This is an optimization exercise on Yosys and OpenROAD, whose aim is a short achievable clock period and few clock cycles per item, not a production implementation. No activity file was given, so power comes from the tool's default toggle rates.

Design processor, start of the top module:
module processor (
    input  wire logic             clock_i,
    input  wire logic             reset_i,
    output logic [31:0]           imem_addr_o,
    input  wire logic [31:0]      imem_data_i,
    output logic [31:0]           dmem_addr_o,
    output logic [31:0]           dmem_wdata_o,
    output logic                  dmem_wren_o,
    input  wire logic [31:0]      dmem_rdata_i,
    output logic                  rf_write_en_o,
    output logic [4:0]            rf_write_reg_o,
    output logic [31:0]           rf_write_data_o,
    output logic [4:0]            rf_read_reg_a_o,
    output logic [4:0]            rf_read_reg_b_o,
    input  wire logic [31:0]      rf_read_data_a_i,
    input  wire logic [31:0]      rf_read_data_b_i
);
For scale: about 4500 cells after synthesis, roughly 400 flip-flops, ~280 I/O pins, ~27000 µm² of cells after synthesis.
==> flow/config.mk <==
export PLATFORM = sky130hd
export DESIGN_NAME = processor
export DESIGN_NICKNAME = processor
export VERILOG_FILES = /design/flow/design.v
export SDC_FILE = /design/flow/constraint.sdc
export NUM_CORES = 4
export LEC_CHECK = 0
export ABC_AREA = 1
export CAP_MARGIN = 20
export CORE_MARGIN = 2
export CORE_UTILIZATION = 40
export SETUP_SLACK_MARGIN = 4.5
export SLEW_MARGIN = 20
==> flow/constraint.sdc <==
create_clock -name core_clock -period 7.0 [get_ports {clock_i}]
set_input_delay 1.4000 -clock core_clock [delete_from_list [all_inputs] [get_ports {clock_i}]]
set_output_delay 1.4000 -clock core_clock [all_outputs]
set_load 0.01 [all_outputs]
run.sh (not shown) runs the stock make flow with config.mk's settings and CLKGATE_MAP_FILE= SYNTH_SCRIPT=/design/flow/synth_recipe.tcl, a recipe that flattens the netlist after the stock synthesis.
The baseline completed with no timing, DRC or antenna violations.
Change:
--- a/flow/design.v
+++ b/flow/design.v
@@ -26,25 +26,21 @@
     for (genvar i = 0; i < W; i++) begin : g_bit
         if (i == 0) begin : g_lsb
             assign g[i] = (a_i[i] & b_i[i]) | ((a_i[i] | b_i[i]) & c_i);
         end else begin : g_up
             assign g[i] = a_i[i] & b_i[i];
         end
         assign p[i] = a_i[i] | b_i[i];
     end
     for (genvar l = 0; l < LV; l++) begin : g_lvl
         for (genvar i = 0; i < W; i++) begin : g_node
-            if (l == 0 && i == 1) begin : g_bit1
-                assign g[W+i] = g[i] | (p[i] & a_i[0] & b_i[0])
-                              | (p[i] & a_i[0] & c_i) | (p[i] & b_i[0] & c_i);
-                assign p[W+i] = p[i] & p[i-1];
-            end else if (i >= (1 << l)) begin : g_comb
+            if (i >= (1 << l)) begin : g_comb
                 assign g[(l+1)*W+i] = g[l*W+i] | (p[l*W+i] & g[l*W+i-(1<<l)]);
                 assign p[(l+1)*W+i] = p[l*W+i] & p[l*W+i-(1<<l)];
             end else begin : g_pass
                 assign g[(l+1)*W+i] = g[l*W+i];
                 assign p[(l+1)*W+i] = p[l*W+i];
             end
         end
     end
     assign c[0] = c_i;
     for (genvar i = 1; i < W; i++) begin : g_carry
@@ -204,22 +200,21 @@
     assign i_bne   = (i_op == pipe_pkg::OP_BNE);
     assign i_blt   = (i_op == pipe_pkg::OP_BLT);
     assign i_rtype = (i_op == pipe_pkg::OP_RTYPE);
     assign i_br    = (i_bne || i_blt) && (imem_data_i[16:0] != 17'd0);
     assign i_rs    = imem_data_i[21:17];
     assign i_rb    = i_rtype ? imem_data_i[16:12] : imem_data_i[26:22];
     assign i_reads_a = i_rtype || i_br || (i_op == pipe_pkg::OP_ADDI)
                        || (i_op == pipe_pkg::OP_LW) || (i_op == pipe_pkg::OP_SW);
     assign i_reads_b = i_rtype || i_br || (i_op == pipe_pkg::OP_SW);
     assign f_stall = fd_v && fd_lw_nz
-                     && (i_rs == fd_ins[26:22] || imem_data_i[16:12] == fd_ins[26:22]
-                         || imem_data_i[26:22] == fd_ins[26:22]);
+                     && ((i_reads_a && i_rs == fd_ins[26:22]) || (i_reads_b && i_rb == fd_ins[26:22]));
     pfx_add #(.W(32)) u_pc1 (
         .a_i (pc_q),
         .b_i (32'd0),
         .c_i (1'b1),
         .s_o (pc1)
     );
     assign i_pred  = i_br && (i_bne || imem_data_i[16]);
     assign i_short = (imem_data_i[16:SHORT-1] == '0) || (imem_data_i[16:SHORT-1] == '1);
     assign i_take  = i_pred && i_short;
     pfx_add #(.W(SHORT+1)) u_f_lo (
Effect:
- final cell count rises slightly
- clock-buffer cell count drops by 9
- worst hold slack is about the same
- combinational power is lower by a few percent
- non-clock buffer count goes up by 7
No functional check of the RTL was part of any run of this note.

-- what the ideal ports hide --
No port has a modelled driver above. Below, the same layouts with a new extraction and two added sets of constraints.
Step 1, drivers: a clkbuf_16 drives clock_i and a buf_2 each remaining input, both assumed.
Step 2 also shifts input and output timing later by t, the mid clock arrival at the registers, as if the neighbouring blocks saw the same clock.
Three values: ideal, step 1, step 2; two values: the first two.
| run | t, ns | setup slack, ns | worst data-port slew with drivers (ns) |
|---|---|---|---|
| the first run | 0.663 | 4.060 / 4.103 / 3.440 | 0.06 |
| the second run | 0.652 | 3.549 / 3.578 / 2.926 | 0.08 |
After both steps every run listed still meets setup and hold. For the second run, which loses most, drivers alone change the setup slack by +0.029 ns; drivers and shift together by -0.623 ns.
